Context: an optimization exercise on an open-source flow, tuned for small area, a short achievable clock period and few clock cycles. The choices shown serve that exercise and are no tape-out recipe.
No activity file was given, so power comes from the tool's default toggle rates.

## the previous run
// conv_input_feeder
module conv_input_feeder (
    input  logic                          i_clk,
    input  logic                          i_rst,
    input  logic                          i_start,
    input  logic [23:0]                   i_geom,
    output logic                          o_rd_en,
    output logic [15:0]                   o_rd_addr,
    input  logic [63:0]                   i_rd_data,
    output logic [81:0]                   o_feed,
    output logic                          o_busy,
    output logic                          o_done
);
For scale: about 940 cells after synthesis, roughly 160 flip-flops, about 190 I/O pins, roughly 8400 um^2 of cells after synthesis.
==> module conv_input_feeder, before the edit <==
module conv_input_feeder (
    input  logic                          i_clk,
    input  logic                          i_rst,
    input  logic                          i_start,
    input  logic [23:0]                   i_geom,
    output logic                          o_rd_en,
    output logic [15:0]                   o_rd_addr,
    input  logic [63:0]                   i_rd_data,
    output logic [81:0]                   o_feed,
    output logic                          o_busy,
    output logic                          o_done
);
    logic        busy;
    logic        idle;        
    logic        rd_en;
    logic        done;
    logic        mode_a;      
    logic        mode_b;      
    logic [2:0]  p8;
    logic [7:0]  g_h;         
    logic [7:0]  g_c;         
    logic [15:0] raddr;       
    logic        op_prod;     
    logic        op_run;
    logic        op_neg;
    logic        op_cin;
    logic        gen;         
    logic [7:0]  cw;          
    logic        row0;        
    logic        z2;          
    logic [3:1]  ed;          
    logic [7:6]  ed_hi;
    logic [8:1]  vd;          
    logic [8:0]  en;          
    logic        last;
    logic [31:0] s0, s2;      
    logic [15:0] s1;
    logic        accept;
    logic        e0;
    logic        z2_nx;
    logic        busy_nx;
    logic        mode_a_nx;
    logic        mode_b_nx;
    logic [2:0]  p8_nx;
    logic [7:0]  cw_dec;
    logic [15:0] add_b;
    logic [16:0] raddr_sum;
    logic [15:0] prod;        
    logic [15:0] prod_add;
    logic [15:0] quarter;
    assign accept    = i_start && idle;
    assign e0        = gen ? (p8 == 3'd7 && cw == 8'd0) : 1'b1;
    assign z2_nx     = (p8 == 3'd6) ? (g_h == 8'd1) : z2;
    assign busy_nx   = accept || (busy && !last);
    assign cw_dec    = cw - 8'd1;
    assign p8_nx     = accept ? 3'd3 : p8 + 3'd1;
    assign mode_a_nx = accept || (mode_a && p8 != 3'd1);
    assign mode_b_nx = !accept && (mode_b ? p8 != 3'd1 : (mode_a && p8 == 3'd1));
    always_ff @(posedge i_clk) begin
        if (i_rst) begin
            busy   <= 1'b0;
            idle   <= 1'b1;
            rd_en  <= 1'b0;
            done   <= 1'b0;
            mode_a <= 1'b0;
            mode_b <= 1'b0;
            gen    <= 1'b0;
            vd     <= '0;
            last   <= 1'b0;
        end else begin
            busy   <= busy_nx;
            idle   <= !busy_nx;
            rd_en  <= accept || busy;
            done   <= last;
            last   <= vd[7] && !vd[6];
            vd     <= {vd[7:1], gen};
            mode_a <= mode_a_nx;
            mode_b <= mode_b_nx;
            if (mode_b && p8 == 3'd7) begin
                gen <= 1'b1;
            end else if (gen && p8 == 3'd7 && cw == 8'd0 && g_h == 8'd1) begin
                gen <= 1'b0;
            end
        end
    end
    always_ff @(posedge i_clk) begin
        p8 <= p8_nx;
        if (idle) begin
            g_h <= i_geom[23:16];
        end else if (gen && p8 == 3'd7 && cw == 8'd0) begin
            g_h <= g_h - 8'd1;
        end
        if (idle) begin
            g_c <= {i_geom[6:0], 1'b0};
        end else if (mode_a) begin
            g_c <= {g_c[6:0], 1'b0};
        end else if (mode_b && !gen) begin
            g_c <= cw_dec;
        end
        if (idle) begin
            cw <= i_geom[15:8];
        end else if (mode_b && p8 == 3'd7) begin
            cw   <= cw_dec;
        end else if (gen && p8 == 3'd7) begin
            cw <= (cw == 8'd0) ? g_c : cw_dec;
        end
        op_prod <= mode_b_nx && g_h[p8_nx - 3'd2];
        op_run  <= !mode_a_nx && !mode_b_nx;
        op_neg  <= p8_nx[0] ^ p8_nx[1];
        op_cin  <= !mode_a_nx && !mode_b_nx &&
                   (p8_nx == 3'd0 || p8_nx == 3'd1 || p8_nx == 3'd3 ||
                    p8_nx == 3'd4 || p8_nx == 3'd6);
        if (mode_a) begin
            raddr <= '0;
        end else begin
            raddr <= raddr_sum[16:1];
        end
    end
    assign add_b = ({16{op_prod}} & prod)
                 | ({16{op_run}} & ({{8{op_neg}}, g_c ^ {8{op_neg}}}));
    assign raddr_sum = {raddr, 1'b1} + {add_b, op_cin};
    assign prod     = s2[15:0];
    assign prod_add = {prod[14:0], 1'b0} + (g_c[7] ? {8'd0, cw} : 16'd0);
    assign o_rd_addr = raddr;
    assign o_rd_en   = rd_en;
    always_ff @(posedge i_clk) begin
        if (mode_b && p8 == 3'd7) begin
            row0 <= 1'b1;
        end else if (gen && p8 == 3'd7 && cw == 8'd0) begin
            row0 <= 1'b0;
        end
        ed    <= {ed[2:1], e0};
        ed_hi <= {ed_hi[6], !en[5]};
        if (p8 == 3'd6) z2 <= (g_h == 8'd1);
        en[0] <= !(e0    || row0);
        en[1] <= !row0;
        en[2] <= !(ed[1] || row0);
        en[3] <= !ed[3];
        en[4] <= 1'b1;
        en[5] <= en[3];
        en[6] <= !(ed_hi[6] || z2_nx);
        en[7] <= !z2_nx;
        en[8] <= !(ed_hi[7] || z2_nx);
    end
    always_comb begin
        case (p8[2:1])
            2'd0:    quarter = i_rd_data[63:48];
            2'd1:    quarter = i_rd_data[15:0];
            2'd2:    quarter = i_rd_data[31:16];
            default: quarter = i_rd_data[47:32];
        endcase
    end
    always_ff @(posedge i_clk) begin
        s1[15:8] <= quarter[15:8];
        s1[7:0]  <= p8[0] ? quarter[7:0] : s1[15:8];
        s0[31:24] <= p8[2] ? i_rd_data[63:56] : i_rd_data[31:24];
        if (p8[1:0] == 2'd0) s0[23:0] <= p8[2] ? i_rd_data[55:32] : i_rd_data[23:0];
        else                 s0[23:0] <= s0[31:8];
        s2[31:24] <= p8[2] ? i_rd_data[31:24] : i_rd_data[63:56];
        if (p8[1:0] == 2'd2) s2[23:16] <= p8[2] ? i_rd_data[23:16] : i_rd_data[55:48];
        else                 s2[23:16] <= s2[31:24];
        if (idle)                  s2[15:0] <= i_geom[7] ? {8'd0, i_geom[15:8]} : 16'd0;
        else if (mode_a)           s2[15:0] <= prod_add;
        else if (mode_b)           s2[15:0] <= {prod[14:0], 1'b0};
        else if (p8[1:0] == 2'd2)  s2[15:0] <= p8[2] ? i_rd_data[15:0] : i_rd_data[47:32];
        else                       s2[15:0] <= s2[23:8];
    end
    logic [71:0] taps;
    always_comb begin
        for (int j = 0; j < 3; j++) begin
            taps[(0+j)*8 +: 8] = s0[7:0] & {8{en[0+j]}};
            taps[(3+j)*8 +: 8] = s1[7:0] & {8{en[3+j]}};
            taps[(6+j)*8 +: 8] = s2[7:0] & {8{en[6+j]}};
        end
    end
    assign o_feed = {vd, gen, taps, last};
    assign o_busy = busy;
    assign o_done = done;
endmodule
Settings: LEC_CHECK=0, CAP_MARGIN=20, CORE_MARGIN=2, CORE_UTILIZATION=40, SLEW_MARGIN=20, BUFFER_PORTS_ARGS=-buffer_cell sky130_fd_sc_hd__buf_2; clock period 10.0 ns.
standard.sh (not shown) runs the stock make flow with config.mk's settings and CLKGATE_MAP_FILE= SYNTH_SCRIPT=/design/flow/synth_recipe.tcl, a recipe that flattens the netlist after the stock synthesis.
==> flow/flow/run.sh <==
#!/bin/bash
# The standard layout, with buf_2 as the port buffers instead of the
# delay cells buffer_ports picks by default. Logs stay in this folder.
set -euo pipefail
echo 'export BUFFER_PORTS_ARGS = -buffer_cell sky130_fd_sc_hd__buf_2' >> "$FLOW_CONFIG"
bash standard.sh > standard.log 2>&1
Edits applied to the flow inputs when going from the previous run to the current run:
diff --git a/flow/design.v b/flow/design.v
--- a/flow/design.v
+++ b/flow/design.v
@@ -357,26 +357,32 @@
     logic        e0;
     logic        z2_nx;
     logic        busy_nx;
     logic        mode_a_nx;
     logic        mode_b_nx;
     logic [2:0]  p8_nx;
+    logic [2:0]  p8_inc;
+    logic        mode_a_go;
+    logic        mode_b_go;
     logic [7:0]  cw_dec;
     logic [15:0] add_b;
     logic [16:0] raddr_sum;
     logic [15:0] prod;        
     logic [15:0] prod_add;
     logic [15:0] quarter;
     assign accept    = i_start && idle;
     assign e0        = gen ? (p8 == 3'd7 && cw == 8'd0) : 1'b1;
     assign z2_nx     = (p8 == 3'd6) ? (g_h == 8'd1) : z2;
     assign busy_nx   = accept || (busy && !last);
     assign cw_dec    = cw - 8'd1;
-    assign p8_nx     = accept ? 3'd3 : p8 + 3'd1;
-    assign mode_a_nx = accept || (mode_a && p8 != 3'd1);
-    assign mode_b_nx = !accept && (mode_b ? p8 != 3'd1 : (mode_a && p8 == 3'd1));
+    assign p8_inc    = p8 + 3'd1;
+    assign p8_nx     = accept ? 3'd3 : p8_inc;
+    assign mode_a_go = mode_a && p8 != 3'd1;
+    assign mode_b_go = mode_b ? p8 != 3'd1 : (mode_a && p8 == 3'd1);
+    assign mode_a_nx = accept || mode_a_go;
+    assign mode_b_nx = !accept && mode_b_go;
     always_ff @(posedge i_clk) begin
         if (i_rst) begin
             busy   <= 1'b0;
             idle   <= 1'b1;
             rd_en  <= 1'b0;
             done   <= 1'b0;
@@ -419,18 +425,18 @@
             cw <= i_geom[15:8];
         end else if (mode_b && p8 == 3'd7) begin
             cw   <= cw_dec;
         end else if (gen && p8 == 3'd7) begin
             cw <= (cw == 8'd0) ? g_c : cw_dec;
         end
-        op_prod <= mode_b_nx && g_h[p8_nx - 3'd2];
-        op_run  <= !mode_a_nx && !mode_b_nx;
-        op_neg  <= p8_nx[0] ^ p8_nx[1];
-        op_cin  <= !mode_a_nx && !mode_b_nx &&
-                   (p8_nx == 3'd0 || p8_nx == 3'd1 || p8_nx == 3'd3 ||
-                    p8_nx == 3'd4 || p8_nx == 3'd6);
+        op_prod <= mode_b_go && g_h[p8_inc - 3'd2];
+        op_run  <= !mode_a_go && !mode_b_go;
+        op_neg  <= p8_inc[0] ^ p8_inc[1];
+        op_cin  <= !mode_a_go && !mode_b_go &&
+                   (p8_inc == 3'd0 || p8_inc == 3'd1 || p8_inc == 3'd3 ||
+                    p8_inc == 3'd4 || p8_inc == 3'd6);
         if (mode_a) begin
             raddr <= '0;
         end else begin
             raddr <= raddr_sum[16:1];
         end
     end
==> run notes <==
The power group with the highest consumption comes out sequential cells in one run and combinational logic in the other, namely in the previous run and the current run respectively.
The setup slack number comes out lower for the current run vs the previous run.
Changes observed in the current run relative to the previous run: number of vias in the routed layout moved down; count of cell types in the netlist lower; final clock period utilization by the worst path held steady; layout buffering overhead excluding clock cells roughly the same; first-pass GRT wire length fell by about 3.5%.
Summary: with the previous run as the reference, post-detailed-routing wire length in the current run moved down slightly.
Worst hold slack across the current run and the previous run: no real change.
Comparing final period demand of the worst path for the current run and the previous run, the smaller number came from the previous run.
Global router's overall resource usage for the current run: 0.64 points down relative to the previous run
Count of multi-input gates for the current run: 4 down relative to the previous run
Function was not checked in any run of this note: the RTL went through the layout flow alone.

[port drivers added, routing unchanged]
Ports are ideal in the flow. The routed layouts listed here were re-timed in OpenROAD.
Step 1 (the two cells are an assumption about what drives the block):
set clk [get_ports {i_clk}]
set_driving_cell -lib_cell sky130_fd_sc_hd__clkbuf_16 $clk
set_driving_cell -lib_cell sky130_fd_sc_hd__buf_2 [delete_from_list [all_inputs] $clk]
Step 2 adds t to the input delays and takes it off the output delays; t is the mean of the earliest and latest rising clock arrival at the registers after step 1. Input paths then give back, and output paths get back, about the clock's delay inside the block.
Three values: ideal ports, drivers, drivers and shift; two values: the first two.
run	t, ns	setup slack, ns	worst hold slack (ns)	worst register clock-pin slew, ns
the previous run	0.469	6.729 / 6.687 / 6.781	0.339 / 0.339 / 0.339	0.07 / 0.07
the current run	0.470	6.716 / 6.670 / 6.829	0.341 / 0.341 / 0.341	0.07 / 0.07
After both steps setup and hold are still met in every run listed.
